This design comes from an exercise in tuning for small area, a short achievable clock period and few clock cycles per item on the open sky130 flow, not from production work. Function was checked by simulation only, so behaviour that the tests miss may differ from the original.

## flow/flow/run.sh

```bash
#!/bin/bash
# standard layout, with the resizer aiming for setup slack well above zero
bash standard.sh SETUP_SLACK_MARGIN=11.5 finish > standard_flow.log 2>&1
```

## flow/standard.sh

```bash
#!/bin/bash
# synth_recipe.tcl (not shown) runs the flow's synth.tcl, then flattens the netlist and writes it again
# the make line also repeats each setting of config.mk as NAME=value (left out here)
make -C /OpenROAD-flow-scripts/flow DESIGN_CONFIG=/design/flow/config.mk WORK_HOME=/design/flow/orfs CLKGATE_MAP_FILE= SYNTH_SCRIPT=/design/flow/synth_recipe.tcl "${@:-finish}"
```

## flow/config.mk

```make
export PLATFORM = sky130hd
export DESIGN_NAME = tcp_rto_estimator_core
export DESIGN_NICKNAME = tcp_rto_estimator_core
export VERILOG_FILES = /design/flow/design.v
export SDC_FILE = /design/flow/constraint.sdc
export NUM_CORES = 4
export LEC_CHECK = 0
export CAP_MARGIN = 20
export CORE_MARGIN = 2
export CORE_UTILIZATION = 40
export SLEW_MARGIN = 20
```

## flow/constraint.sdc

```tcl
create_clock -name core_clock -period 16.0 [get_ports {clk}]
set_input_delay 3.2000 -clock core_clock [delete_from_list [all_inputs] [get_ports {clk}]]
set_output_delay 3.2000 -clock core_clock [all_outputs]
set_load 0.01 [all_outputs]
```

## flow/design.v

```verilog
package tcprto_pkg;
  localparam int PRIM_W   = 25;
  localparam int FALL_W   = 24;
  localparam int TICK_W   = 24;
  localparam int STATE_W  = 32;
  localparam int SHIFT_W  = 3;
  localparam int IN_DATA_W  = 56;
  localparam int OUT_DATA_W = 88;
  localparam int CFG_IDX_W  = 2;
  localparam int CFG_DATA_W = 24;
  typedef enum logic [CFG_IDX_W-1:0] {
    REG_ALPHA_SHIFT = 2'd0,
    REG_BETA_SHIFT  = 2'd1,
    REG_CLOCK_GRAN  = 2'd2,
    REG_RTO_LIMIT   = 2'd3
  } cfg_reg_t;
  localparam logic [SHIFT_W-1:0] ALPHA_SHIFT_RST = 3'd3;
  localparam logic [SHIFT_W-1:0] BETA_SHIFT_RST  = 3'd2;
  localparam logic [TICK_W-1:0]  CLOCK_GRAN_RST  = 24'd1;
  localparam logic [TICK_W-1:0]  RTO_LIMIT_RST   = 24'd60;
  localparam int STATE_INIT_TICKS = 3;
endpackage
module tcp_rto_estimator_core #(
  parameter int TIME_BITS = 24,
  parameter int FRAC_BITS = 8
) (
  input  logic                                   clk,
  input  logic                                   rst_n,
  input  logic                                   in_tvalid,
  output logic                                   in_tready,
  input  logic [tcprto_pkg::IN_DATA_W-1:0]       in_tdata,
  output logic                                   out_tvalid,
  input  logic                                   out_tready,
  output logic [tcprto_pkg::OUT_DATA_W-1:0]      out_tdata,
  input  logic                                   cfg_valid,
  output logic                                   cfg_ready,
  input  logic [tcprto_pkg::CFG_IDX_W-1:0]       cfg_index,
  input  logic [tcprto_pkg::CFG_DATA_W-1:0]      cfg_data
);
  localparam int TW = tcprto_pkg::TICK_W;
  localparam int SW = tcprto_pkg::STATE_W;
  localparam logic [SW-1:0] STATE_INIT =
    SW'(tcprto_pkg::STATE_INIT_TICKS) << FRAC_BITS;
  logic [tcprto_pkg::SHIFT_W-1:0] alpha_r;
  logic [tcprto_pkg::SHIFT_W-1:0] beta_r;
  logic [TW-1:0]                  gran_r;
  logic [TW-1:0]                  limit_r;
  assign cfg_ready = 1'b1;
  always_ff @(posedge clk) begin
    if (!rst_n) begin
      alpha_r <= tcprto_pkg::ALPHA_SHIFT_RST;
      beta_r  <= tcprto_pkg::BETA_SHIFT_RST;
      gran_r  <= tcprto_pkg::CLOCK_GRAN_RST;
      limit_r <= tcprto_pkg::RTO_LIMIT_RST;
    end else if (cfg_valid) begin
      case (cfg_index)
        tcprto_pkg::REG_ALPHA_SHIFT: alpha_r <= cfg_data[tcprto_pkg::SHIFT_W-1:0];
        tcprto_pkg::REG_BETA_SHIFT:  beta_r  <= cfg_data[tcprto_pkg::SHIFT_W-1:0];
        tcprto_pkg::REG_CLOCK_GRAN:  gran_r  <= cfg_data[TW-1:0];
        default:                     limit_r <= cfg_data[TW-1:0];
      endcase
    end
  end
  logic v0_r, v1_r, v2_r, v3_r, skid_v_r, rdy_r;
  logic adv, in_fire;
  assign adv       = !v3_r || out_tready;
  assign in_fire   = in_tvalid && rdy_r;
  assign in_tready = rdy_r;
  always_ff @(posedge clk) begin
    if (!rst_n) begin
      v0_r     <= 1'b0;
      v1_r     <= 1'b0;
      v2_r     <= 1'b0;
      v3_r     <= 1'b0;
      skid_v_r <= 1'b0;
      rdy_r    <= 1'b1;
    end else if (adv) begin
      v0_r     <= skid_v_r || in_fire;
      v1_r     <= v0_r;
      v2_r     <= v1_r;
      v3_r     <= v2_r;
      skid_v_r <= 1'b0;
      rdy_r    <= 1'b1;
    end else if (in_fire) begin
      skid_v_r <= 1'b1;
      rdy_r    <= 1'b0;
    end
  end
  logic [TW-1:0] ticks_in;
  logic [TW-1:0] t0_r;
  logic [TW-1:0] skid_r;
  assign ticks_in = in_tdata[tcprto_pkg::PRIM_W-1] ?
                    in_tdata[tcprto_pkg::PRIM_W +: tcprto_pkg::FALL_W] :
                    in_tdata[TW-1:0];
  always_ff @(posedge clk) begin
    if (adv) t0_r <= skid_v_r ? skid_r : ticks_in;
    if (!skid_v_r) skid_r <= ticks_in;
  end
  logic [SW-1:0] srtt_r;
  logic [SW-1:0] dev_r;
  logic [SW-1:0] m1, ms1, xs1, xlow_mask;
  logic          ge1, c1;
  logic [SW-1:0] s1_s, s1_c, s1_cc, srtt_nxt;
  logic [SW-1:0] u1, u2, u3, d_s, d_c, dev_nxt;
  always_comb begin
    m1        = {t0_r, 8'd0};
    ms1       = m1 >> alpha_r;
    xs1       = srtt_r >> alpha_r;
    xlow_mask = ~({SW{1'b1}} << alpha_r);
    ge1       = m1 >= srtt_r;
    c1        = ge1 && ((srtt_r & xlow_mask) != '0);
    s1_s      = srtt_r ^ ~xs1 ^ ms1;
    s1_c      = (srtt_r & ~xs1) | (srtt_r & ms1) | (~xs1 & ms1);
    s1_cc     = {s1_c[SW-2:0], ~c1};
    srtt_nxt  = s1_s + s1_cc;
    u1        = s1_s  ^ {SW{ge1}};
    u2        = s1_cc ^ {SW{ge1}};
    u3        = m1    ^ {SW{!ge1}};
    d_s       = u1 ^ u2 ^ u3;
    d_c       = (u1 & u2) | (u1 & u3) | (u2 & u3);
    dev_nxt   = d_s + {d_c[SW-2:0], 1'b1} + SW'(ge1);
  end
  always_ff @(posedge clk) begin
    if (!rst_n) begin
      srtt_r <= STATE_INIT;
    end else if (adv && v0_r) begin
      srtt_r <= srtt_nxt;
    end
  end
  always_ff @(posedge clk) begin
    if (adv && v0_r) dev_r <= dev_nxt;
  end
  logic [SW-1:0] rttvar_r;
  logic [SW-1:0] srtt2_r;
  logic [SW-1:0] vs2, ds2, low_mask2, dl2, vl2;
  logic          ge2, lt2, gt2;
  logic [SW-1:0] s2_s, s2_c, rttvar_nxt;
  always_comb begin
    vs2        = rttvar_r >> beta_r;
    ds2        = dev_r >> beta_r;
    low_mask2  = ~({SW{1'b1}} << beta_r);
    dl2        = dev_r & low_mask2;
    vl2        = rttvar_r & low_mask2;
    ge2        = dev_r >= rttvar_r;
    lt2        = dl2[6:0] < vl2[6:0];
    gt2        = dl2[6:0] > vl2[6:0];
    s2_s       = rttvar_r ^ ~vs2 ^ ds2;
    s2_c       = (rttvar_r & ~vs2) | (rttvar_r & ds2) | (~vs2 & ds2);
    rttvar_nxt = s2_s + {s2_c[SW-2:0], !(ge2 && lt2)} + SW'(!ge2 && gt2);
  end
  always_ff @(posedge clk) begin
    if (!rst_n) begin
      rttvar_r <= STATE_INIT;
    end else if (adv && v1_r) begin
      rttvar_r <= rttvar_nxt;
    end
  end
  always_ff @(posedge clk) begin
    if (adv && v1_r) srtt2_r <= srtt_r;
  end
  logic          sel_g;
  logic [26:0]   rto_a;
  logic [26:0]   rto_b;
  logic [26:0]   rto_sel;
  logic [TW-1:0] rto_nxt;
  logic [TW-1:0] rto_r;
  logic [SW-1:0] srtt_out_r;
  logic [SW-1:0] rttvar_out_r;
  always_comb begin
    sel_g   = 26'(gran_r) > rttvar_r[SW-1:6];
    rto_a   = 27'((35'(srtt2_r) + {1'b0, rttvar_r, 2'b00} + 35'd255) >> 8);
    rto_b   = 27'(srtt2_r[SW-1:8]) + 27'(gran_r) + 27'(srtt2_r[7:0] != 8'd0);
    rto_sel = sel_g ? rto_b : rto_a;
    rto_nxt = (rto_sel > 27'(limit_r)) ? limit_r : rto_sel[TW-1:0];
  end
  always_ff @(posedge clk) begin
    if (adv && v2_r) begin
      rto_r        <= rto_nxt;
      srtt_out_r   <= srtt2_r;
      rttvar_out_r <= rttvar_r;
    end
  end
  assign out_tvalid = v3_r;
  assign out_tdata  = {rttvar_out_r, srtt_out_r, rto_r};
endmodule
```

==> impl_metrics.py, run 1 <==
metrics = {
    "global_route": {
        "grt_pass1_vias": 23480,
        "grt_pass1_wl_um": 139600,
        "grt_max_degree": 101,
        "grtUsageTotal": 0.2556,
        "antenna_found_initial": 2,
        "overflow": 0,
    },
    "setup_path": {
        "crit_path_end_kind": "flip-flop",
        "critPathKind": "flip-flop to flip-flop",
        "crit_family": "simple AND/OR/NAND/NOR gates",
        "crit_required_ns": 16.41,
        "cp.depth": 26,
        "path_buf_inv": 5,
        "slowest_delay_ns": 0.57,
        "reg2reg_slack_ns": 10.67,
        "timing.rr.start": "srtt2_r[0]$_DFFE_PP_",
        "worstPathArrival_ns": 5.73,
        "crit_path_start_kind": "flip-flop",
        "r2r_cells": 26,
        "path_max_fanout": 8,
        "cp_slowest_cell": "or4_4",
        "rr_endpoint": "rto_r[10]$_DFFE_PP_",
    },
    "cts": {
        "tritoncts": "done",
        "path_clk_slew_ns": 0.07,
        "clock_latency_ns": 0.57,
        "clock_path_buffers": 3,
        "clock_sinks": 324,
        "root_buffer": "clkbuf_16",
        "cts_inserted_buffers": 39,
        "clock_tree.htree_level_count": 2,
        "hold_buffers": 0,
    },
    "floorplanning": {
        "start_util": 0.4044,
        "die_w_um": 267.6,
        "rows": 96,
        "die_height_um": 267.6,
        "dieArea_um2": 71590,
        "ios": 178,
        "core_area_um2": 68710,
    },
    "synth": {
        "synth_seq_cells": 324,
        "synth_cells": 3111,
        "synthXorXnorAreaFrac": 0.05894,
        "yosys.area_share.simple": 0.1460,
        "syn-cell-area_um2": 27790,
        "ys_warn_count": 1,
        "synth-edff-count": 176,
        "synth_cell_types": 98,
        "yosys-top-cells-area": "edfxtp_1 (19%), ha_1 (13%), dfxtp_1 (11%), nand2_1 (5.2%), a21oi_1 (5.0%)",
        "synth_compound_area_frac": 0.1800,
        "synth_adder_area_share": 0.1800,
        "synthArstFlopShare": 0,
        "synth_top_family_by_area": "adder cells",
        "synth_mux_area_frac": 0.08402,
        "syn-num-nets": 3551,
        "synth_top_area_frac": 0.1902,
        "synth_area_leader_cell": "edfxtp_1",
        "synth_ff_type": "edfxtp_1",
        "syn_area_per_cell_um2": 8.932,
        "ys_seq_area_frac": 0.2968,
    },
    "routing": {
        "drc": 0,
        "wl_per_cell_um": 21.64,
        "drt-total-wl_um": 94130,
        "viasPerCell": 5.651,
        "drt-pass1-iter-count": 6,
        "vias": 24580,
        "ant_nets": 0,
        "drt_iter0_drc": 2209,
    },
    "worst_hold_path": {
        "hold_end": "limit_r[8]$_SDFFE_PN0P_",
        "min_from": "limit_r[8]$_SDFFE_PN0P_",
        "hold_depth": 2,
        "hold_class": "flip-flop to flip-flop",
    },
    "finish": {
        "final_core_util": 0.5184,
        "mostFrequentLayoutCells": "nand2_1 (358), ha_1 (249), a21oi_1 (230)",
        "drive_above_1_share": 0.2156,
        "diodes": 0,
        "nNetsFinal": 3828,
        "fillers": 6285,
        "syn2layout_area_growth_pct": 28.16,
        "layout_commonest_cell": "nand2_1",
    },
    "timing": {
        "skew_ns": 0.02188,
        "max_freq_mhz": 187.8,
        "finalSetupTns_ns": 0,
        "finalHoldViolations": 0,
        "period_share": 0.3329,
        "final-setup-viol-count": 0,
        "setup_slack_ns": 10.67,
        "worst-slew-pin-transition_ns": 0.8083,
        "fin_crit_ns": 5.326,
        "rsz0062_at_grt": "true",
        "maxSlewHeadroom": 0.4562,
        "slew_violations": 0,
    },
    "place": {
        "hpwlAfterDp_um": 64800,
        "post-place-ws_ns": 9.554,
        "port_buffers": 169,
        "gp_congestion": 0.9541,
    },
    "status": {
        "status": "complete, no violations",
    },
    "flow_run": {
        "drv_cap": 0,
    },
}
area by class of cell:
type                            instances  area, um2  area share
Clock buffer                           50       1080     0.03032
Clock inverter                         21      249.0    0.006991
Inverter                              230      932.1     0.02617
Multi-Input combinational cell       2412      20000      0.5617
Sequential cell                       324       8310      0.2333
Tap cell                              931       1165     0.03271
Timing Repair Buffer                  378       3826      0.1074
Timing Repair inverter                  3      48.80    0.001370
registers in the layout (all words and copies together) (netlist names), 3 cells and up:
signal        flops
rttvar_out_r     32
rto_r            24
gran_r           24
limit_r          24
rttvar_r         32
dev_r            32
srtt_r           32
beta_r            3
srtt2_r          32
srtt_out_r       32
alpha_r           3
t0_r             24
skid_r           24
timing repair:
| item | CTS | global route |
|---|---|---|
| gates resized for setup | 434 | 200 |
| gates cloned | 21 | 1 |
| buffers inserted | 95 | 82 |
| pin swaps | 138 | 132 |
| endpoints found under the setup margin | 390 | 196 |
cells in the mapped netlist, types with 59 or more instances:
cell type and number:
nand2_1 383, ha_1 287, a21oi_1 276, inv_1 226, nor2_1 204, edfxtp_1 176
o21ai_0 163, dfxtp_1 148, mux2i_1 120, xnor2_1 119, a21o_1 113, clkbuf_1 96
xor2_1 68, fa_1 66, nand3_1 59
worst reg2reg max path, stage by stage (launching register included):
cell,delay (ns)
edfxtp_1,0.40
or4_4,0.57
nor2_4,0.14
fa_2,0.23
fa_2,0.24
nor2b_4,0.06
o31ai_4,0.25
buf_4,0.18
and2_1,0.13
nor3_1,0.06
o21ai_1,0.13
or3b_2,0.45
a21oi_1,0.15
a21oi_1,0.09
ha_1,0.36
nand3_2,0.12
nor4_4,0.29
nand3_1,0.12
o21ai_2,0.11
nor2_2,0.08
a221oi_4,0.32
buf_4,0.16
buf_6,0.11
buf_12,0.13
buf_16,0.15
nand2_1,0.05
o21ai_1,0.10
metrics by stage:
| step | hold WS [ns] | cells | instance area, um2 |
|---|---|---|---|
| finish | 0.4543 | 4349 | 35610 |
| global placement | 0.4438 | 4079 | 30360 |
| CTS | 0.4561 | 4266 | 34130 |
| detailed placement | 0.4479 | 4079 | 30360 |
| global route | 0.4821 | 4349 | 35610 |
| floorplan | 0.4064 | 3111 | 28250 |
metal layers:
metal | up-vias | track usage | routed length [um]
li1 | 11690 | - | -
met1 | 11800 | 0.3259 | 38880
met2 | 867 | 0.4342 | 44680
met3 | 225 | 0.03310 | 5926
met4 | 0 | 0.1095 | 4650
met5 | - | 0 | 0
how the worst max path moves through the flow:
stage                         startpoint                       to  slack (ns)
finish              srtt2_r[0]$_DFFE_PP_      rto_r[10]$_DFFE_PP_       10.67
floorplan           srtt2_r[1]$_DFFE_PP_      rto_r[21]$_DFFE_PP_       10.89
global placement              out_tready  srtt_r[18]$_SDFFE_PN0P_        9.55
detailed placement            out_tready  srtt_r[18]$_SDFFE_PN0P_        9.55
global route        srtt2_r[0]$_DFFE_PP_      rto_r[10]$_DFFE_PP_       10.48
CTS                 srtt2_r[1]$_DFFE_PP_      rto_r[13]$_DFFE_PP_       10.58
logic make-up (layout without fill, tap and decap cells):
family	Yosys count	count (layout)
AOI/OAI and AO/OA	789	789
xor gates and xnor gates	187	187
adders and majority gates	362	362
buffers and inverters	381	682
DFF	324	324
muxes	179	179
other	1	1
and+or+nand+nor	888	894
Testbench counts, summed over its fixed seeds: cycles 24,032, items 24,000.
==> run 2, diff against run 1 <==
==> flow/run.sh (new file) <==
#!/bin/bash
# synth_recipe.tcl (not shown) runs the flow's synth.tcl, then flattens the netlist and writes it again
# the make line also repeats each setting of config.mk as NAME=value (left out here)
make -C /OpenROAD-flow-scripts/flow DESIGN_CONFIG=/design/flow/config.mk WORK_HOME=/design/flow/orfs CLKGATE_MAP_FILE= SYNTH_SCRIPT=/design/flow/synth_recipe.tcl finish
removed: flow/flow/run.sh
removed: flow/standard.sh
==> impl_metrics.py, run 2 <==
metrics = {
    "floorplanning": {
        "start_util": 0.4044,
        "ios": 178,
        "dieArea_um2": 71590,
        "core_area_um2": 68710,
        "rows": 96,
        "die_height_um": 267.6,
        "die_w_um": 267.6,
    },
    "setup_path": {
        "crit_path_end_kind": "flip-flop",
        "crit_top_cell": "nor2_1",
        "timing.rr.start": "srtt2_r[1]$_DFFE_PP_",
        "crit_family": "compound AO/OA/AOI/OAI gates",
        "path_cells": "or4_1, nor2_1, fa_1, fa_1, nor2b_4, o31ai_4, a211oi_2, o21ai_2, a31oi_2, a31oi_2, xnor2_1, nor2_1, a311oi_2, ha_1, nand4_1, nor4_1, nand3_1, o21ai_0, nor2_1, a221oi_4, buf_4, mux2_2",
        "path_buf_inv": 1,
        "crit_required_ns": 16.32,
        "worstPathArrival_ns": 6.88,
        "crit_path_start": "srtt2_r[1]$_DFFE_PP_",
        "path_max_fanout": 31,
        "critPathKind": "flip-flop to flip-flop",
        "crit_path_start_kind": "flip-flop",
        "slowest_delay_ns": 0.52,
        "cp_slowest_cell": "or4_1",
        "reg2reg_slack_ns": 9.44,
    },
    "synth": {
        "synth_commonest_cells": "nand2_1 (383), ha_1 (287), a21oi_1 (276)",
        "synth_ff_type": "edfxtp_1",
        "synth_cell_types": 98,
        "synthArstFlopShare": 0,
        "synth-edff-count": 176,
        "syn_area_per_cell_um2": 8.932,
        "syn-cell-area_um2": 27790,
        "synth_area_leader_cell": "edfxtp_1",
        "yosys-top-cells-area": "edfxtp_1 (19%), ha_1 (13%), dfxtp_1 (11%), nand2_1 (5.2%), a21oi_1 (5.0%)",
        "synth_cells": 3111,
        "ys_seq_area_frac": 0.2968,
        "syn-num-nets": 3551,
        "synth_seq_cells": 324,
        "yosysMostFrequentCell": "nand2_1",
        "ys_warn_count": 1,
        "synth_top_area_frac": 0.1902,
    },
    "finish": {
        "multi_input_area_um2": 18070,
        "diodes": 0,
        "drive_above_1_share": 0.06530,
        "nNetsFinal": 3638,
        "layout_commonest_cell": "nand2_1",
        "seq_area_um2": 8259,
        "syn2layout_area_growth_pct": 13.94,
        "mostFrequentLayoutCells": "nand2_1 (383), ha_1 (287), a21oi_1 (276)",
        "fillers": 6718,
    },
    "global_route": {
        "grt_pass1_vias": 21910,
        "grtUsageTotal": 0.2302,
        "grt_pass1_wl_um": 127800,
        "grt_max_degree": 82,
        "overflow": 0,
        "antenna_found_initial": 1,
    },
    "routing": {
        "drt-total-wl_um": 82160,
        "drt_iter0_drc": 1885,
        "vias": 22900,
        "drt-pass1-iter-count": 7,
        "viasPerCell": 5.501,
        "wl_per_cell_um": 19.74,
        "ant_nets": 0,
        "drc": 0,
    },
    "cts": {
        "cts_inserted_buffers": 41,
        "tritoncts": "done",
        "clock_latency_ns": 0.58,
        "root_buffer": "clkbuf_16",
        "cts_resized": 0,
        "clock_tree.htree_level_count": 2,
        "clock_path_buffers": 3,
        "path_clk_slew_ns": 0.06,
        "hold_buffers": 0,
        "clock_sinks": 324,
        "postCtsSetupBuffers": 0,
    },
    "place": {
        "gp_congestion": 0.9461,
        "port_buffers": 169,
        "hpwlAfterDp_um": 63470,
    },
    "worst_hold_path": {
        "min_from": "limit_r[1]$_SDFFE_PN0P_",
        "hold_class": "flip-flop to flip-flop",
    },
    "timing": {
        "finalSetupTns_ns": 0,
        "worst-slew-pin-transition_ns": 1.090,
        "rsz0062_at_grt": "false",
        "finalHoldViolations": 0,
        "period_share": 0.4101,
        "final-setup-viol-count": 0,
        "maxSlewHeadroom": 0.2734,
        "max_freq_mhz": 152.4,
        "slew_violations": 0,
        "fin_crit_ns": 6.561,
        "skew_ns": 0.03733,
    },
    "status": {
        "status": "complete, no violations",
    },
    "flow_run": {
        "drv_cap": 0,
    },
}
run 2: worst paths after layout:
check                            end  depth (start not counted)
min reg2reg  limit_r[1]$_SDFFE_PN0P_                          2
min          limit_r[1]$_SDFFE_PN0P_                          2
max reg2reg      rto_r[17]$_DFFE_PP_                         22
max              rto_r[17]$_DFFE_PP_                         22
run 2: through the flow:
step	utilization	hold slack [ns]	cell area [um2]	setup slack, ns	instances
finish	0.4608	0.4545	31660	9.439	4162
global route	0.4608	0.4765	31660	9.109	4162
CTS	0.4608	0.4558	31660	9.470	4162
detailed placement	0.4402	0.4477	30250	9.466	4086
global placement	0.4402	0.4324	30250	9.477	4086
floorplan	-	0.4064	27790	9.538	3111
run 2: worst register-to-register path: cells and delay by family, from the launching register on:
kind | cells | cell delay, ns
compound gates | 8 | 2.09
xor+xnor | 1 | 0.15
fa+ha+maj | 3 | 0.85
buf+inv | 1 | 0.39
flops | 1 | 0.44
mux | 1 | 0.40
simple gates | 8 | 2.02
run 2: cells by family after synthesis:
| family | count (synthesis) | synth area share |
|---|---|---|
| flip-flops | 324 | 0.2968 |
| buffers and inverters | 381 | 0.05408 |
| AND/OR/NAND/NOR | 888 | 0.1460 |
| XOR/XNOR | 187 | 0.05894 |
| adder cells (fa/ha/maj) | 362 | 0.1800 |
| other | 1 | 0.0001350 |
| multiplexers | 179 | 0.08402 |
| AO/OA/AOI/OAI | 789 | 0.1800 |
run 2: routing by layer:
layer / wire length (um) / track usage / vias up
li1: - / - / 11280
met1: 36500 / 0.3047 / 10820
met2: 38780 / 0.3877 / 638
met3: 3993 / 0.02584 / 158
met4: 2882 / 0.08229 / 0
met5: 0 / 0 / -
run 2: final cells by class:
class                      instances  share of cell area
clock buffer                      49             0.03501
timing repair buffer             195             0.05960
sequential                       324              0.2609
inverter                         230             0.02731
clock inverter                    27            0.009603
multi-input combinational       2406              0.5708
tap                              931             0.03679
==> run 3, diff against run 2 <==
--- a/flow/design.v
+++ b/flow/design.v
@@ -42,4 +42,25 @@
   localparam logic [SW-1:0] STATE_INIT =
     SW'(tcprto_pkg::STATE_INIT_TICKS) << FRAC_BITS;
+  function automatic logic [35:0] add36(input logic [35:0] a,
+                                        input logic [35:0] b,
+                                        input logic        ci);
+    logic [35:0] p, g, pp, gg;
+    begin
+      p  = a ^ b;
+      g  = a & b;
+      gg = g;
+      pp = p;
+      gg[0] = g[0] | (p[0] & ci);
+      for (int l = 0; l < 6; l++) begin
+        for (int i = 0; i < 36; i++) begin
+          if (((i >> l) & 1) == 1) begin
+            gg[i] = gg[i] | (pp[i] & gg[((i >> l) << l) - 1]);
+            pp[i] = pp[i] & pp[((i >> l) << l) - 1];
+          end
+        end
+      end
+      add36 = p ^ {gg[34:0], ci};
+    end
+  endfunction
   logic [tcprto_pkg::SHIFT_W-1:0] alpha_r;
   logic [tcprto_pkg::SHIFT_W-1:0] beta_r;
@@ -113,5 +134,5 @@
     s1_c      = (srtt_r & ~xs1) | (srtt_r & ms1) | (~xs1 & ms1);
     s1_cc     = {s1_c[SW-2:0], ~c1};
-    srtt_nxt  = s1_s + s1_cc;
+    srtt_nxt  = SW'(add36(36'(s1_s), 36'(s1_cc), 1'b0));
     u1        = s1_s  ^ {SW{ge1}};
     u2        = s1_cc ^ {SW{ge1}};
@@ -119,5 +140,5 @@
     d_s       = u1 ^ u2 ^ u3;
     d_c       = (u1 & u2) | (u1 & u3) | (u2 & u3);
-    dev_nxt   = d_s + {d_c[SW-2:0], 1'b1} + SW'(ge1);
+    dev_nxt   = SW'(add36(36'(d_s), 36'({d_c[SW-2:0], 1'b1}), ge1));
   end
   always_ff @(posedge clk) begin
@@ -147,5 +168,5 @@
     s2_s       = rttvar_r ^ ~vs2 ^ ds2;
     s2_c       = (rttvar_r & ~vs2) | (rttvar_r & ds2) | (~vs2 & ds2);
-    rttvar_nxt = s2_s + {s2_c[SW-2:0], !(ge2 && lt2)} + SW'(!ge2 && gt2);
+    rttvar_nxt = SW'(add36(36'(s2_s), 36'({s2_c[SW-2:0], !(ge2 && lt2)}), !ge2 && gt2));
   end
   always_ff @(posedge clk) begin
@@ -160,7 +181,6 @@
   end
   logic          sel_g;
-  logic [26:0]   rto_a;
-  logic [26:0]   rto_b;
-  logic [26:0]   rto_sel;
+  logic [35:0]   w3, a_s, a_c, a_sum, lim3, g_s, g_c;
+  logic          gt3;
   logic [TW-1:0] rto_nxt;
   logic [TW-1:0] rto_r;
@@ -168,9 +188,14 @@
   logic [SW-1:0] rttvar_out_r;
   always_comb begin
-    sel_g   = 26'(gran_r) > rttvar_r[SW-1:6];
-    rto_a   = 27'((35'(srtt2_r) + {1'b0, rttvar_r, 2'b00} + 35'd255) >> 8);
-    rto_b   = 27'(srtt2_r[SW-1:8]) + 27'(gran_r) + 27'(srtt2_r[7:0] != 8'd0);
-    rto_sel = sel_g ? rto_b : rto_a;
-    rto_nxt = (rto_sel > 27'(limit_r)) ? limit_r : rto_sel[TW-1:0];
+    sel_g = {2'b00, gran_r} > rttvar_r[SW-1:6];
+    w3    = sel_g ? {4'd0, gran_r, 8'd0} : {2'b00, rttvar_r, 2'b00};
+    a_s   = {4'd0, srtt2_r} ^ w3 ^ 36'd255;
+    a_c   = ({4'd0, srtt2_r} & w3) | ({4'd0, srtt2_r} & 36'd255) | (w3 & 36'd255);
+    a_sum = add36(a_s, {a_c[34:0], 1'b0}, 1'b0);
+    lim3  = {4'hf, ~limit_r, 8'hff};
+    g_s   = {4'd0, srtt2_r} ^ w3 ^ lim3;
+    g_c   = ({4'd0, srtt2_r} & w3) | ({4'd0, srtt2_r} & lim3) | (w3 & lim3);
+    gt3   = 37'(g_s) + 37'({g_c, 1'b0}) >= 37'h10_0000_0000;
+    rto_nxt = gt3 ? limit_r : a_sum[31:8];
   end
   always_ff @(posedge clk) begin
==> flow/flow/run.sh (new file) <==
#!/bin/bash
# standard layout, with the resizer aiming for setup slack well above zero
bash standard.sh SETUP_SLACK_MARGIN=12.5 finish > standard_flow.log 2>&1
==> flow/standard.sh (new file) <==
#!/bin/bash
# synth_recipe.tcl (not shown) runs the flow's synth.tcl, then flattens the netlist and writes it again
# the make line also repeats each setting of config.mk as NAME=value (left out here)
make -C /OpenROAD-flow-scripts/flow DESIGN_CONFIG=/design/flow/config.mk WORK_HOME=/design/flow/orfs CLKGATE_MAP_FILE= SYNTH_SCRIPT=/design/flow/synth_recipe.tcl "${@:-finish}"
removed: flow/run.sh
==> impl_metrics.py, run 3 <==
metrics = {
    "setup_path": {
        "cp_slowest_cell": "fa_1",
        "slowest_delay_ns": 0.55,
        "crit_path_end_kind": "flip-flop",
        "path_max_fanout": 8,
        "crit_path_start_kind": "flip-flop",
        "path_buf_inv": 5,
        "crit_required_ns": 16.34,
        "crit_family": "compound AO/OA/AOI/OAI gates",
        "critPathKind": "flip-flop to flip-flop",
        "worstPathArrival_ns": 5.71,
    },
    "finish": {
        "nNetsFinal": 3641,
        "drive_above_1_share": 0.3174,
        "fin_cells": 4061,
        "final_area_um2": 36950,
        "fillers": 5414,
        "multi_input_area_um2": 19190,
        "syn2layout_area_growth_pct": 39.78,
        "mostFrequentLayoutCells": "nand2_1 (302), ha_1 (231), inv_1 (217)",
        "seq_area_um2": 8369,
        "layout_commonest_cell": "nand2_1",
    },
    "place": {
        "place_area_um2": 29320,
        "post-place-ws_ns": 9.201,
        "hpwlAfterDp_um": 59880,
        "port_buffers": 169,
        "dp.cells": 3680,
        "gp_congestion": 0.9461,
    },
    "cts": {
        "cts_inserted_buffers": 41,
        "clock_tree.htree_level_count": 2,
        "clock_sinks": 324,
        "clock_latency_ns": 0.60,
        "root_buffer": "clkbuf_16",
        "path_clk_slew_ns": 0.06,
        "tritoncts": "done",
        "clock_path_buffers": 3,
    },
    "global_route": {
        "grt_pass1_wl_um": 139100,
        "grt_pass1_vias": 23050,
        "antenna_found_initial": 3,
        "overflow": 0,
        "grt_max_degree": 64,
        "grtUsageTotal": 0.2699,
    },
    "status": {
        "status": "complete, no violations",
    },
    "synth": {
        "syn-cell-area_um2": 26440,
        "yosysMostFrequentCell": "nand2_1",
        "synth_seq_cells": 324,
        "synth_cell_types": 75,
        "synth_cells": 2747,
        "synth_commonest_cells": "nand2_1 (331), ha_1 (264), inv_1 (245)",
        "synthArstFlopShare": 0,
        "synth_area_leader_cell": "edfxtp_1",
        "synth_ff_type": "edfxtp_1",
        "syn_area_per_cell_um2": 9.623,
        "ys_seq_area_frac": 0.3120,
        "synth-edff-count": 176,
        "ys_warn_count": 1,
        "yosys-top-cells-area": "edfxtp_1 (20%), ha_1 (12%), dfxtp_1 (11%), fa_1 (9.5%), mux2i_1 (6.4%)",
        "syn-num-nets": 3224,
        "synth_top_area_frac": 0.1999,
    },
    "routing": {
        "drt-pass1-iter-count": 6,
        "drt_iter0_drc": 1720,
        "drc": 0,
        "wl_per_cell_um": 24.25,
        "vias": 23320,
        "drt-total-wl_um": 98490,
        "viasPerCell": 5.742,
        "ant_nets": 0,
    },
    "timing": {
        "slew_violations": 0,
        "fin_crit_ns": 5.370,
        "skew_ns": 0.04204,
        "rsz0062_at_grt": "true",
        "setup_slack_ns": 10.63,
        "maxSlewHeadroom": 0.4972,
        "finalSetupTns_ns": 0,
        "final-setup-viol-count": 0,
        "max_freq_mhz": 186.2,
        "worst-slew-pin-transition_ns": 0.7542,
        "period_share": 0.3356,
        "finalHoldViolations": 0,
        "whs_ns": 0.4538,
    },
    "floorplanning": {
        "ios": 178,
        "core_area_um2": 65630,
        "start_util": 0.4028,
        "rows": 94,
        "die_w_um": 261.1,
        "die_height_um": 261.1,
        "dieArea_um2": 68160,
    },
    "flow_run": {
        "drv_cap": 0,
    },
    "worst_hold_path": {
        "hold_class": "flip-flop to flip-flop",
    },
}
-- run 3: final cells by class --
type | instances | area share
Multi-Input combinational cell | 2061 | 0.5194
Timing Repair Buffer | 470 | 0.1465
Tap cell | 864 | 0.02926
Sequential cell | 324 | 0.2265
Inverter | 248 | 0.02824
Antenna cell | 2 | 0.0001354
Clock inverter | 26 | 0.008804
Timing Repair inverter | 18 | 0.01040
Clock buffer | 48 | 0.03071
-- run 3: metal layers --
metal | GRT usage | vias to the layer above | wire [um]
met5 | 0 | - | 15
met4 | 0.1301 | 2 | 6355
met3 | 0.03930 | 309 | 7321
met2 | 0.4637 | 1047 | 46660
met1 | 0.3332 | 11400 | 38140
li1 | - | 10560 | -
-- run 3: worst reg2reg max path: cells and delay by family, from the launching register on --
family / cells / cell delay, ns
and+or+nand+nor: 2 / 0.20
adders and majority gates: 3 / 0.94
muxes: 1 / 0.33
buffers and inverters: 5 / 0.72
DFF: 1 / 0.38
AOI/OAI and AO/OA: 15 / 2.56
-- run 3: final timing paths --
kind                                             to  depth (start not counted)                startpoint  slack, ns
worst max register to register  rto_r[22]$_DFFE_PP_                         26  rttvar_r[8]$_SDFFE_PN1P_      10.63
worst max-delay path            rto_r[22]$_DFFE_PP_                         26  rttvar_r[8]$_SDFFE_PN1P_      10.63
worst min register to register    skid_r[4]$_DFF_P_                          2         skid_r[4]$_DFF_P_       0.45
worst min-delay path              skid_r[4]$_DFF_P_                          2         skid_r[4]$_DFF_P_       0.45
-- run 3: cells by family after synthesis --
| group | after synthesis | synth area share |
|---|---|---|
| XOR/XNOR | 158 | 0.05235 |
| AO/OA/AOI/OAI | 583 | 0.1361 |
| buffers and inverters | 370 | 0.05329 |
| other | 1 | 0.0001419 |
| adder cells (fa/ha/maj) | 390 | 0.2204 |
| flip-flops | 324 | 0.3120 |
| multiplexers | 256 | 0.1130 |
| AND/OR/NAND/NOR | 665 | 0.1127 |
-- run 3: metrics by stage --
| stage | util |
|---|---|
| finish | 0.5630 |
| global route | 0.5630 |
| CTS | 0.5271 |
| detailed placement | 0.4467 |
| global placement | 0.4467 |
| floorplan | - |
-- run 3: timing repair --
item | CTS | global route
endpoints found under the setup margin | 494 | 446
gates cloned | 48 | 19
setup buffers | 164 | 74
hold buffers | 0 | 0
pin swaps | 198 | 168
resized for setup | 863 | 295
Testbench counts of run 3, summed over its fixed seeds: cycles 24,032, items 24,000.
==> run 4, diff against run 3 <==
==> flow/flow/run.sh (replaced) <==
#!/bin/bash
# standard layout, with the resizer aiming for setup slack well above zero
bash standard.sh SETUP_SLACK_MARGIN=11.5 finish > standard_flow.log 2>&1
==> impl_metrics.py, run 4 <==
metrics = {
    "synth": {
        "synthXorXnorAreaFrac": 0.05235,
        "syn-num-nets": 3224,
        "ys_seq_area_frac": 0.3120,
        "ys_warn_count": 1,
        "syn-cell-area_um2": 26440,
        "synth_top_family_by_area": "adder cells",
        "yosysMostFrequentCell": "nand2_1",
        "synth_ff_type": "edfxtp_1",
        "synth-edff-count": 176,
        "synth_mux_area_frac": 0.1130,
        "yosys.area_share.simple": 0.1127,
        "synth_top_area_frac": 0.1999,
        "synth_cells": 2747,
        "synth_adder_area_share": 0.2204,
        "synthArstFlopShare": 0,
        "synth_compound_area_frac": 0.1361,
        "synth_area_leader_cell": "edfxtp_1",
        "syn_area_per_cell_um2": 9.623,
        "synth_cell_types": 75,
        "synth_commonest_cells": "nand2_1 (331), ha_1 (264), inv_1 (245)",
        "yosys-top-cells-area": "edfxtp_1 (20%), ha_1 (12%), dfxtp_1 (11%), fa_1 (9.5%), mux2i_1 (6.4%)",
        "synth_seq_cells": 324,
    },
    "setup_path": {
        "cp_slowest_cell": "edfxtp_1",
        "crit_path_end_kind": "flip-flop",
        "crit_path_start_kind": "flip-flop",
        "timing.rr.start": "t0_r[2]$_DFFE_PN_",
        "r2r_cells": 30,
        "slowest_delay_ns": 0.43,
        "worstPathArrival_ns": 5.81,
        "critPathKind": "flip-flop to flip-flop",
        "path_max_fanout": 6,
        "crit_top_cell": "buf_6",
        "rr_endpoint": "srtt_r[15]$_SDFFE_PN0P_",
        "reg2reg_slack_ns": 10.64,
        "crit_required_ns": 16.45,
    },
    "status": {
        "status": "complete, no violations",
    },
    "routing": {
        "drt_iter0_drc": 1475,
        "vias": 21870,
        "drc": 0,
        "drt-pass1-iter-count": 5,
        "wl_per_cell_um": 22.31,
        "viasPerCell": 5.571,
        "ant_nets": 0,
        "drt-total-wl_um": 87610,
    },
    "place": {
        "port_buffers": 169,
        "dp.cells": 3683,
        "place_area_um2": 29210,
        "gp_congestion": 0.9272,
        "hpwlAfterDp_um": 60570,
    },
    "cts": {
        "path_clk_slew_ns": 0.07,
        "clock_path_buffers": 3,
        "tritoncts": "done",
        "clock_sinks": 324,
        "root_buffer": "clkbuf_16",
        "clock_tree.htree_level_count": 2,
        "cts_inserted_buffers": 39,
        "hold_buffers": 0,
        "clock_latency_ns": 0.59,
    },
    "timing": {
        "rsz0062_at_grt": "true",
        "slew_violations": 0,
        "max_freq_mhz": 186.4,
        "worst-slew-pin-transition_ns": 0.7377,
        "finalSetupTns_ns": 0,
        "finalHoldViolations": 0,
        "skew_ns": 0.03064,
        "fin_crit_ns": 5.364,
        "maxSlewHeadroom": 0.5081,
        "period_share": 0.3352,
        "final-setup-viol-count": 0,
    },
    "finish": {
        "drive_above_1_share": 0.2263,
        "fin_cells": 3926,
        "syn2layout_area_growth_pct": 30.33,
        "fillers": 5820,
        "layout_commonest_cell": "nand2_1",
        "mostFrequentLayoutCells": "nand2_1 (313), ha_1 (233), inv_1 (216)",
        "final_area_um2": 34450,
        "nNetsFinal": 3508,
        "diodes": 0,
    },
    "floorplanning": {
        "die_height_um": 261.1,
        "die_w_um": 261.1,
        "start_util": 0.4028,
        "rows": 94,
        "ios": 178,
        "dieArea_um2": 68160,
        "core_area_um2": 65630,
    },
    "worst_hold_path": {
        "hold_depth": 0,
        "hold_class": "flip-flop to flip-flop",
        "min_from": "srtt2_r[4]$_DFFE_PP_",
        "hold_end": "srtt_out_r[4]$_DFFE_PP_",
    },
    "flow_run": {
        "drv_cap": 0,
    },
    "global_route": {
        "grt_pass1_wl_um": 131300,
        "overflow": 0,
        "grt_max_degree": 71,
        "grt_pass1_vias": 22060,
        "grtUsageTotal": 0.2533,
        "antenna_found_initial": 0,
    },
}
-- run 4: cells by family (layout without fill, tap and decap cells) --
family | count (synthesis) | in the layout
and+or+nand+nor | 665 | 666
buffers and inverters | 370 | 683
other | 1 | 1
adders and majority gates | 390 | 390
AOI/OAI and AO/OA | 583 | 584
xor gates and xnor gates | 158 | 158
muxes | 256 | 256
DFF | 324 | 324
-- run 4: how the worst max path moves through the flow --
stage	cells after the start	startpoint	to
detailed placement	22	t0_r[1]$_DFFE_PN_	dev_r[31]$_DFFE_PP_
global placement	22	t0_r[1]$_DFFE_PN_	dev_r[31]$_DFFE_PP_
floorplan	22	t0_r[1]$_DFFE_PN_	dev_r[31]$_DFFE_PP_
CTS	23	t0_r[2]$_DFFE_PN_	dev_r[31]$_DFFE_PP_
global route	30	t0_r[2]$_DFFE_PN_	srtt_r[15]$_SDFFE_PN0P_
finish	30	t0_r[2]$_DFFE_PN_	srtt_r[15]$_SDFFE_PN0P_
-- run 4: worst max-delay path, delay by kind of cell, from the launching register on --
family / cells / cell delay (ns)
buf+inv: 10 / 1.12
flops: 1 / 0.43
fa+ha+maj: 3 / 0.84
compound gates: 12 / 2.07
simple gates: 5 / 0.74
-- run 4: metrics by stage --
| step | hold WS (ns) | utilization | setup WS (ns) |
|---|---|---|---|
| floorplan | 0.4064 | - | 11.22 |
| global placement | 0.4437 | 0.4451 | 8.989 |
| detailed placement | 0.4517 | 0.4451 | 8.828 |
| CTS | 0.4601 | 0.5042 | 10.61 |
| global route | 0.4696 | 0.5250 | 10.48 |
| finish | 0.4592 | 0.5250 | 10.64 |
-- run 4: repair_timing --
action                                  4_1_cts  5_1_grt
hold endpoints to repair                      0        0
endpoints found under the setup margin      364      197
buffers inserted                            107       40
gates resized for setup                     410      199
gates cloned                                 21        3
pin swaps                                   163      136
-- run 4: layer usage --
layer,part of all wire,global-route usage,vias to the layer above
met5,0,0,-
met4,0.047,0.1097,0
met3,0.054,0.03436,198
met2,0.49,0.4412,767
met1,0.41,0.3138,10650
li1,-,-,10260
-- run 4: cell type report --
class                      count  area (um2)  share of cell area
multi-input combinational   2055       18690              0.5424
sequential                   324        8353              0.2424
tap                          864        1081             0.03138
timing repair inverter         3       53.80            0.001562
clock buffer                  46        1044             0.03029
clock inverter                26       326.6            0.009479
timing repair buffer         360        3884              0.1127
inverter                     248        1025             0.02974
==> run 5, diff against run 4 <==
--- a/flow/config.mk
+++ b/flow/config.mk
@@ -8,4 +8,4 @@
 export CAP_MARGIN = 20
 export CORE_MARGIN = 2
-export CORE_UTILIZATION = 40
+export CORE_UTILIZATION = 65
 export SLEW_MARGIN = 20
==> impl_metrics.py, run 5 <==
metrics = {
    "finish": {
        "fin_cells": 3595,
        "mostFrequentLayoutCells": "nand2_1 (318), ha_1 (233), inv_1 (224)",
        "nNetsFinal": 3517,
        "drive_above_1_share": 0.2144,
        "layout_commonest_cell": "nand2_1",
        "syn2layout_area_growth_pct": 27.32,
        "final_area_um2": 33660,
    },
    "global_route": {
        "overflow": 0,
        "grtUsageTotal": 0.4160,
        "grt_max_degree": 59,
        "antenna_found_initial": 2,
        "grt_pass1_wl_um": 132300,
        "grt_pass1_vias": 23280,
    },
    "setup_path": {
        "crit_path_start_kind": "flip-flop",
        "path_max_fanout": 7,
        "worstPathArrival_ns": 6.21,
        "reg2reg_slack_ns": 10.10,
        "crit_required_ns": 16.31,
        "rr_endpoint": "dev_r[31]$_DFFE_PP_",
        "crit_path_end_kind": "flip-flop",
        "timing.rr.start": "t0_r[2]$_DFFE_PN_",
        "critPathKind": "flip-flop to flip-flop",
        "r2r_cells": 24,
    },
    "synth": {
        "synth_seq_cells": 324,
        "syn-cell-area_um2": 26440,
        "synth_top_area_frac": 0.1999,
        "synth_commonest_cells": "nand2_1 (331), ha_1 (264), inv_1 (245)",
        "syn_area_per_cell_um2": 9.623,
        "synth-edff-count": 176,
        "synth_area_leader_cell": "edfxtp_1",
        "synth_cell_types": 75,
        "yosys-top-cells-area": "edfxtp_1 (20%), ha_1 (12%), dfxtp_1 (11%), fa_1 (9.5%), mux2i_1 (6.4%)",
        "yosysMostFrequentCell": "nand2_1",
        "synth_ff_type": "edfxtp_1",
        "synthArstFlopShare": 0,
        "ys_warn_count": 1,
        "synth_cells": 2747,
        "syn-num-nets": 3224,
        "ys_seq_area_frac": 0.3120,
    },
    "cts": {
        "clock_path_buffers": 3,
        "cts_inserted_buffers": 38,
        "clock_tree.htree_level_count": 2,
        "clock_sinks": 324,
        "root_buffer": "clkbuf_16",
        "path_clk_slew_ns": 0.06,
        "tritoncts": "done",
        "clock_latency_ns": 0.58,
    },
    "status": {
        "status": "complete, no violations",
    },
    "timing": {
        "final-setup-viol-count": 0,
        "maxSlewHeadroom": 0.3338,
        "skew_ns": 0.02983,
        "worst-slew-pin-transition_ns": 0.9927,
        "finalHoldViolations": 0,
        "finalSetupTns_ns": 0,
        "slew_violations": 0,
        "rsz0062_at_grt": "true",
        "setup_slack_ns": 10.10,
        "max_freq_mhz": 169.4,
        "fin_crit_ns": 5.903,
        "period_share": 0.3689,
    },
    "floorplanning": {
        "start_util": 0.6623,
        "die_height_um": 205.7,
        "core_area_um2": 39910,
        "rows": 73,
        "dieArea_um2": 42300,
        "die_w_um": 205.7,
        "ios": 178,
    },
    "worst_hold_path": {
        "hold_depth": 0,
        "hold_end": "srtt_out_r[2]$_DFFE_PP_",
        "hold_class": "flip-flop to flip-flop",
        "min_from": "srtt2_r[2]$_DFFE_PP_",
    },
    "place": {
        "hpwlAfterDp_um": 58400,
        "port_buffers": 169,
        "gp_congestion": 0.9759,
        "dp.cells": 3339,
        "place_area_um2": 28750,
        "post-place-ws_ns": 9.291,
    },
    "routing": {
        "ant_nets": 0,
        "vias": 24190,
        "viasPerCell": 6.728,
        "drt_iter0_drc": 2893,
        "drt-pass1-iter-count": 6,
        "wl_per_cell_um": 26.75,
        "drt-total-wl_um": 96180,
        "drc": 0,
    },
    "flow_run": {
        "drv_cap": 0,
    },
}
## run 5: changes by cell type in the layout (fill, tap and decap cells not counted), sizes merged, moves of 3 or more
cell / before / now
dlygate4sd2: 76 / 88
buf: 180 / 191
clkdlybuf4s15: 14 / 3
clkinvlp: 15 / 6
inv: 240 / 245
bufbuf: 8 / 4
clkinv: 17 / 13
clkbuf: 50 / 53
## run 5: layer usage
metal,track usage,part of all wire,vias to the layer above
met2,0.6762,0.46,1726
met5,0,0.00014,-
met3,0.08378,0.10,594
met1,0.4887,0.34,11550
li1,-,-,10320
met4,0.3088,0.095,2
## run 5: per-stage QoR
| stage | utilization | hold slack [ns] |
|---|---|---|
| 2_1_floorplan | - | 0.4064 |
| 3_3_place_gp | 0.7204 | 0.4368 |
| 3_5_place_dp | 0.7204 | 0.4393 |
| 4_1_cts | 0.8120 | 0.4527 |
| 5_1_grt | 0.8433 | 0.4765 |
| 6_report | 0.8433 | 0.4618 |
## run 5: kinds of logic (layout without fill, tap and decap cells)
family / Yosys count / after routing / synth area share
simple gates: 665 / 667 / 0.1127
compound gates: 583 / 586 / 0.1361
fa+ha+maj: 390 / 390 / 0.2204
buf+inv: 370 / 687 / 0.05329
flops: 324 / 324 / 0.3120
mux: 256 / 256 / 0.1130
xor+xnor: 158 / 158 / 0.05235
other cells: 1 / 2 / 0.0001419
## run 5: critical path: stages (launching register included)
cell and delay [ns]:
edfxtp_1 0.52, ha_4 0.30, buf_4 0.14, a2111oi_4 0.35, a21oi_2 0.11, o21ai_2 0.17, a21oi_4 0.12, nor2_4 0.15
o21ai_4 0.08, buf_12 0.15, buf_4 0.14, buf_12 0.12, buf_16 0.14, xor2_4 0.15, fa_1 0.55, inv_2 0.07
ha_4 0.28, nand4_1 0.25, o32ai_4 0.60, a2111oi_4 0.20, o21a_1 0.27, o21ai_4 0.23, a211o_1 0.24, a311o_1 0.20
o311ai_2 0.10
## run 5: area by class of cell
| class | count | area, um2 |
|---|---|---|
| timing repair inverter | 2 | 21.27 |
| inverter | 248 | 1018 |
| clock buffer | 49 | 1075 |
| antenna | 1 | 2.502 |
| multi-input combinational | 2058 | 18430 |
| timing repair buffer | 368 | 3832 |
| tap | 525 | 656.9 |
| clock inverter | 20 | 281.5 |
| fill | 2192 | 6256 |
| sequential | 324 | 8346 |
## run 5: how the worst max path moves through the flow
stage          depth (start not counted)                 endpoint          startpoint
3_5_place_dp                           8  srtt_r[23]$_SDFFE_PN0P_          out_tready
6_report                              24      dev_r[31]$_DFFE_PP_   t0_r[2]$_DFFE_PN_
4_1_cts                               23      dev_r[31]$_DFFE_PP_   t0_r[2]$_DFFE_PN_
3_3_place_gp                           8  srtt_r[23]$_SDFFE_PN0P_          out_tready
2_1_floorplan                         22      dev_r[31]$_DFFE_PP_   t0_r[1]$_DFFE_PN_
5_1_grt                               24      dev_r[31]$_DFFE_PP_  t0_r[10]$_DFFE_PN_
## run 5: repair_timing
item | CTS | global route
pin swaps | 126 | 133
setup buffers | 107 | 57
gates cloned | 19 | 3
hold buffers | 0 | 0
gates resized for setup | 361 | 162
setup endpoints to repair | 413 | 171
==> run 6, diff against run 5 <==
==> flow/flow/run.sh (replaced) <==
#!/bin/bash
# standard layout, with the resizer aiming for setup slack well above zero
bash standard.sh SETUP_SLACK_MARGIN=10.5 finish > standard_flow.log 2>&1
--- a/flow/config.mk
+++ b/flow/config.mk
@@ -8,4 +8,4 @@
 export CAP_MARGIN = 20
 export CORE_MARGIN = 2
-export CORE_UTILIZATION = 65
+export CORE_UTILIZATION = 40
 export SLEW_MARGIN = 20
==> impl_metrics.py, run 6 <==
metrics = {
    "finish": {
        "nNetsFinal": 3414,
        "syn2layout_area_growth_pct": 20.40,
        "mostFrequentLayoutCells": "nand2_1 (331), ha_1 (255), inv_1 (235)",
        "final_area_um2": 31830,
        "multi_input_area_um2": 17400,
        "diodes": 0,
        "fillers": 6054,
        "drive_above_1_share": 0.1280,
        "seq_area_um2": 8328,
        "layout_commonest_cell": "nand2_1",
        "fin_cells": 3832,
    },
    "timing": {
        "slew_violations": 0,
        "period_share": 0.3356,
        "max_freq_mhz": 186.2,
        "final-setup-viol-count": 0,
        "fin_crit_ns": 5.369,
        "skew_ns": 0.01471,
        "whs_ns": 0.4541,
        "maxSlewHeadroom": 0.3420,
        "finalSetupTns_ns": 0,
        "rsz0062_at_grt": "true",
        "worst-slew-pin-transition_ns": 0.9842,
        "finalHoldViolations": 0,
    },
    "routing": {
        "viasPerCell": 5.533,
        "drt-pass1-iter-count": 5,
        "drt-total-wl_um": 82350,
        "ant_nets": 0,
        "drc": 0,
        "wl_per_cell_um": 21.49,
        "vias": 21200,
        "drt_iter0_drc": 1364,
    },
    "worst_hold_path": {
        "min_from": "limit_r[16]$_SDFFE_PN0P_",
        "hold_class": "flip-flop to flip-flop",
    },
    "place": {
        "dp.cells": 3688,
        "place_area_um2": 29000,
        "hpwlAfterDp_um": 60650,
        "gp_congestion": 0.9661,
        "port_buffers": 169,
    },
    "setup_path": {
        "rr_endpoint": "dev_r[30]$_DFFE_PP_",
        "path_max_fanout": 5,
        "r2r_cells": 23,
        "timing.rr.start": "t0_r[9]$_DFFE_PN_",
        "crit_path_end_kind": "flip-flop",
        "crit_path_start": "t0_r[9]$_DFFE_PN_",
        "critPathKind": "flip-flop to flip-flop",
        "crit_required_ns": 16.31,
        "crit_path_start_kind": "flip-flop",
        "reg2reg_slack_ns": 10.63,
        "worstPathArrival_ns": 5.68,
        "crit_path_end": "dev_r[30]$_DFFE_PP_",
    },
    "synth": {
        "synth_commonest_cells": "nand2_1 (331), ha_1 (264), inv_1 (245)",
        "synth_top_area_frac": 0.1999,
        "synth_area_leader_cell": "edfxtp_1",
        "yosys-top-cells-area": "edfxtp_1 (20%), ha_1 (12%), dfxtp_1 (11%), fa_1 (9.5%), mux2i_1 (6.4%)",
        "synth_cell_types": 75,
        "synth_ff_type": "edfxtp_1",
        "syn-num-nets": 3224,
        "syn-cell-area_um2": 26440,
        "synthArstFlopShare": 0,
        "yosysMostFrequentCell": "nand2_1",
        "synth_seq_cells": 324,
        "synth_cells": 2747,
        "ys_seq_area_frac": 0.3120,
        "syn_area_per_cell_um2": 9.623,
        "synth-edff-count": 176,
        "ys_warn_count": 1,
    },
    "global_route": {
        "grtUsageTotal": 0.2384,
        "grt_pass1_wl_um": 124300,
        "overflow": 0,
        "grt_max_degree": 71,
        "antenna_found_initial": 0,
        "grt_pass1_vias": 21110,
    },
    "cts": {
        "path_clk_slew_ns": 0.06,
        "clock_latency_ns": 0.58,
        "clock_path_buffers": 3,
        "tritoncts": "done",
        "clock_sinks": 324,
        "root_buffer": "clkbuf_16",
        "clock_tree.htree_level_count": 2,
        "cts_inserted_buffers": 39,
    },
    "floorplanning": {
        "die_w_um": 261.1,
        "ios": 178,
        "core_area_um2": 65630,
        "start_util": 0.4028,
        "die_height_um": 261.1,
        "dieArea_um2": 68160,
        "rows": 94,
    },
    "flow_run": {
        "drv_cap": 0,
    },
    "status": {
        "status": "complete, no violations",
    },
}
==> run 6: cell types whose count changed in the layout (fill, tap and decap cells not counted), sizes merged, moves of 3 or more <==
cell,change
clkinv,+4
clkdlybuf4s15,-3
buf,-102
bufinv,-5
o21ai,+3
clkdlybuf4s50,+90
inv,+5
dlygate4sd2,-88
==> run 6: worst min-delay path by stage <==
stage	depth (start not counted)	end	slack [ns]
after floorplan	0	rttvar_out_r[30]$_DFFE_PP_	0.41
final	2	limit_r[16]$_SDFFE_PN0P_	0.45
after detailed placement	0	srtt_out_r[5]$_DFFE_PP_	0.44
after CTS	2	limit_r[16]$_SDFFE_PN0P_	0.46
after global placement	2	v1_r$_SDFFE_PN0N_	0.44
after global routing	0	srtt_out_r[2]$_DFFE_PP_	0.46
==> run 6: cell type report <==
class | count | area share
timing repair inverter | 1 | 0.0001572
multi-input combinational | 2059 | 0.5466
timing repair buffer | 264 | 0.08845
clock buffer | 47 | 0.03326
tap | 864 | 0.03397
sequential | 324 | 0.2617
inverter | 248 | 0.02976
clock inverter | 25 | 0.006172
==> run 6: kinds of logic after synthesis <==
| group | after synthesis | share of synthesized area |
|---|---|---|
| buffers and inverters | 370 | 0.05329 |
| AO/OA/AOI/OAI | 583 | 0.1361 |
| AND/OR/NAND/NOR | 665 | 0.1127 |
| flip-flops | 324 | 0.3120 |
| adder cells (fa/ha/maj) | 390 | 0.2204 |
| multiplexers | 256 | 0.1130 |
| other | 1 | 0.0001419 |
| XOR/XNOR | 158 | 0.05235 |
==> run 6: timing repair <==
item | CTS | global route
gates resized for setup | 105 | 89
setup endpoints to repair | 242 | 54
pin swaps | 24 | 38
gates cloned | 13 | 4
setup buffers | 28 | 27
hold buffers | 0 | 0
==> run 6: metal layers <==
layer  GRT usage  vias to the layer above  part of all wire
li1            -                    10080                 -
met1      0.3047                    10300              0.42
met2      0.4163                      668              0.49
met3     0.02904                      150             0.053
met4     0.08191                        0             0.038
met5           0                        -                 0
==> run 6: worst max-delay path, cell delays in order (launching register included) <==
cell and delay, ns:
edfxtp_1 0.50, ha_1 0.33, and3_1 0.17, a221oi_2 0.22, o211ai_1 0.13, o21ai_0 0.14
nand2_1 0.22, nor2_4 0.16, o21ai_4 0.08, buf_12 0.16, buf_16 0.14, xor2_4 0.15
fa_1 0.57, inv_2 0.07, ha_4 0.25, a21o_1 0.17, a21oi_2 0.18, o32ai_4 0.13
a2111oi_4 0.34, o21a_1 0.25, o21ai_4 0.08, a211o_1 0.34, a31oi_2 0.20, xnor2_1 0.11
==> run 6: stage by stage <==
stage | util | setup slack, ns
after floorplan | - | 10.47
after global placement | 0.4416 | 8.739
after detailed placement | 0.4418 | 8.577
after CTS | 0.4741 | 10.47
after global routing | 0.4850 | 10.43
final | 0.4850 | 10.63
==> run 7, diff against run 6 <==
==> flow/flow/run.sh (replaced) <==
#!/bin/bash
# standard layout; the resizer aims for setup slack well above zero, and the
# port buffers are the smallest plain buffer
bash standard.sh SETUP_SLACK_MARGIN=11.5 BUFFER_PORTS_ARGS="-buffer_cell sky130_fd_sc_hd__buf_1" finish > standard_flow.log 2>&1
--- a/flow/config.mk
+++ b/flow/config.mk
@@ -6,4 +6,5 @@
 export NUM_CORES = 4
 export LEC_CHECK = 0
+export ABC_AREA = 1
 export CAP_MARGIN = 20
 export CORE_MARGIN = 2
==> impl_metrics.py, run 7 <==
metrics = {
    "timing": {
        "rsz0062_at_grt": "true",
        "skew_ns": 0.03958,
        "finalHoldViolations": 0,
        "finalSetupTns_ns": 0,
        "fin_crit_ns": 4.428,
        "worst-slew-pin-transition_ns": 0.7809,
        "whs_ns": 0.4480,
        "slew_violations": 0,
        "max_freq_mhz": 225.8,
        "period_share": 0.2768,
        "final-setup-viol-count": 0,
        "maxSlewHeadroom": 0.4794,
    },
    "finish": {
        "drive_above_1_share": 0.08512,
        "multi_input_area_um2": 17600,
        "fillers": 6978,
        "layout_commonest_cell": "nand2_1",
        "syn2layout_area_growth_pct": 15.82,
        "nNetsFinal": 4417,
        "mostFrequentLayoutCells": "nand2_1 (1,025), inv_1 (526), o21ai_0 (279)",
        "seq_area_um2": 8347,
    },
    "cts": {
        "tritoncts": "done",
        "cts_inserted_buffers": 40,
        "clock_latency_ns": 0.59,
        "root_buffer": "clkbuf_16",
        "clock_path_buffers": 3,
        "clock_tree.htree_level_count": 2,
        "path_clk_slew_ns": 0.06,
        "clock_sinks": 324,
    },
    "routing": {
        "vias": 25310,
        "drt-pass1-iter-count": 7,
        "drt_iter0_drc": 2129,
        "ant_nets": 0,
        "viasPerCell": 5.161,
        "wl_per_cell_um": 18.06,
        "drc": 0,
        "drt-total-wl_um": 88530,
    },
    "setup_path": {
        "critPathKind": "flip-flop to flip-flop",
        "crit_path_start_kind": "flip-flop",
        "cp_slowest_cell": "fa_1",
        "crit_top_cell": "nand2_1",
        "slowest_delay_ns": 0.61,
        "crit_required_ns": 16.30,
        "path_max_fanout": 26,
        "crit_path_end_kind": "flip-flop",
        "worstPathArrival_ns": 4.72,
        "path_cells": "buf_12, inv_12, buf_16, mux2i_1, nand2_1, o21ai_1, fa_1, xnor2_1, fa_1, inv_1, ha_1, nand2_1, nand2_1, nand3_1, nand2_2, nand2_1, nand2_2, nand2_1, nand2_1, a21oi_2, inv_1, nand2_1, nand2_1",
    },
    "synth": {
        "synth_top_area_frac": 0.1888,
        "synth_seq_cells": 324,
        "syn-cell-area_um2": 28000,
        "ys_seq_area_frac": 0.2946,
        "synth_commonest_cells": "nand2_1 (1,045), inv_1 (551), o21ai_0 (332)",
        "ys_warn_count": 1,
        "syn_area_per_cell_um2": 7.430,
        "syn-num-nets": 4245,
        "synth_cell_types": 49,
        "synthArstFlopShare": 0,
        "yosysMostFrequentCell": "nand2_1",
        "synth_cells": 3768,
        "synth-edff-count": 176,
        "yosys-top-cells-area": "edfxtp_1 (19%), nand2_1 (14%), ha_1 (12%), dfxtp_1 (11%), fa_1 (9.0%)",
        "synth_ff_type": "edfxtp_1",
        "synth_area_leader_cell": "edfxtp_1",
    },
    "place": {
        "port_buffers": 169,
        "hpwlAfterDp_um": 65590,
        "gp_congestion": 0.9357,
    },
    "global_route": {
        "overflow": 0,
        "grt_pass1_wl_um": 134400,
        "grtUsageTotal": 0.2412,
        "grt_pass1_vias": 23500,
        "grt_max_degree": 73,
        "antenna_found_initial": 1,
    },
    "flow_run": {
        "drv_cap": 0,
    },
    "floorplanning": {
        "ios": 178,
        "core_area_um2": 68950,
        "start_util": 0.4061,
        "rows": 96,
        "die_height_um": 268.6,
        "dieArea_um2": 72120,
        "die_w_um": 268.6,
    },
    "worst_hold_path": {
        "hold_class": "flip-flop to flip-flop",
    },
    "status": {
        "status": "complete, no violations",
    },
}
## run 7: cell types whose count changed after synthesis, moves of 49 or more
cell     change
mux2_2      -60
inv_1      +306
xnor2_1     -58
nor2_1      +73
nand2_1    +714
o21ai_0    +186
mux2i_1    -124
a21oi_1     +60
a21o_1      -49
nand3_1    +174
## run 7: cells by family after synthesis
kind of cell,share of synthesized area
mux,0.01573
fa+ha+maj,0.2081
buf+inv,0.09689
flops,0.2946
other cells,0.0001339
simple gates,0.2173
compound gates,0.1266
xor+xnor,0.04067
## run 7: cell type report
class	instances	share of cell area
diodes	1	0.00007718
clock buffers	54	0.03562
clock inverters	19	0.006560
inverters	558	0.06630
multi-input cells	2756	0.5427
flip-flops and latches	324	0.2574
well taps	931	0.03593
repair buffers	259	0.05522
repair inverters	1	0.0001544
## run 7: worst max-delay path: cells and delay by family, from the launching register on
family	cells	cell delay, ns
AOI/OAI and AO/OA	2	0.33
adders and majority gates	3	1.44
DFF	1	0.39
and+or+nand+nor	11	0.95
xor gates and xnor gates	1	0.18
muxes	1	0.24
buffers and inverters	5	0.62
## run 7: worst paths after layout
path                                              start                    end  slack [ns]  cells after the start
worst max-delay path            alpha_r[1]$_SDFFE_PN1P_    dev_r[31]$_DFFE_PP_       11.57                     23
worst min-delay path            srtt_r[27]$_SDFFE_PN0P_  srtt2_r[27]$_DFFE_PP_        0.45                      0
worst max register to register  alpha_r[1]$_SDFFE_PN1P_    dev_r[31]$_DFFE_PP_       11.57                     23
worst min register to register  srtt_r[27]$_SDFFE_PN0P_  srtt2_r[27]$_DFFE_PP_        0.45                      0
## run 7: metrics by stage
stage | area [um2] | cells | util | setup WS, ns
after global placement | 29420 | 4759 | 0.4267 | 9.886
after detailed placement | 29420 | 4759 | 0.4267 | 9.858
after CTS | 31460 | 4859 | 0.4563 | 11.41
final | 32420 | 4903 | 0.4703 | 11.57
after global routing | 32420 | 4902 | 0.4702 | 11.41
after floorplan | 28020 | 3768 | - | 11.04
## run 7: timing repair
action                     4_1_cts  5_1_grt
resized for setup              116      181
hold buffers                     0        0
setup buffers                   18       33
cloned                           9       10
pin swaps                        9       26
setup endpoints to repair      171      147
## run 7: metal layers
metal / routed length [um] / share of wire / global-route usage
met3: 5829 / 0.066 / 0.03160
met2: 41290 / 0.47 / 0.4039
met5: 9 / 0.00010 / 0
met1: 38590 / 0.44 / 0.3228
met4: 2808 / 0.032 / 0.07673

-- separate check: timing with driven ports --
Ports are ideal in the flow. The routed layouts listed here were re-timed in OpenROAD.
Step 1 sets driving cells, clkbuf_16 on the clock port and buf_2 on the other inputs (assumed; they add their load-dependent delay and slew).
Step 2 adds t to the input delays and takes it off the output delays; t is the mean of the earliest and latest rising clock arrival at the registers after step 1. Input paths then give back, and output paths get back, about the clock's delay inside the block.
Slacks: no drivers / after step 1 / after step 2; pairs: no drivers / after step 1.
run | t, ns | slack for setup (ns) | worst setup path after step 2 | pins driven straight from the clock port
run 1 | 0.622 | 10.674 / 10.674 / 10.674 | register to register | 1
run 2 | 0.624 | 9.439 / 9.439 / 9.439 | register to register | 1
run 3 | 0.639 | 10.630 / 10.630 / 10.630 | register to register | 1
run 4 | 0.639 | 10.636 / 10.636 / 10.636 | register to register | 1
run 5 | 0.633 | 10.097 / 10.097 / 10.097 | register to register | 1
run 6 | 0.633 | 10.631 / 10.631 / 10.071 | input to register | 1
run 7 | 0.634 | 11.572 / 11.572 / 11.033 | input to register | 1
After both steps every run listed still meets setup and hold. The setup slack of run 6, which loses most, moves by 0.000 ns with the drivers and by -0.560 ns with both steps.
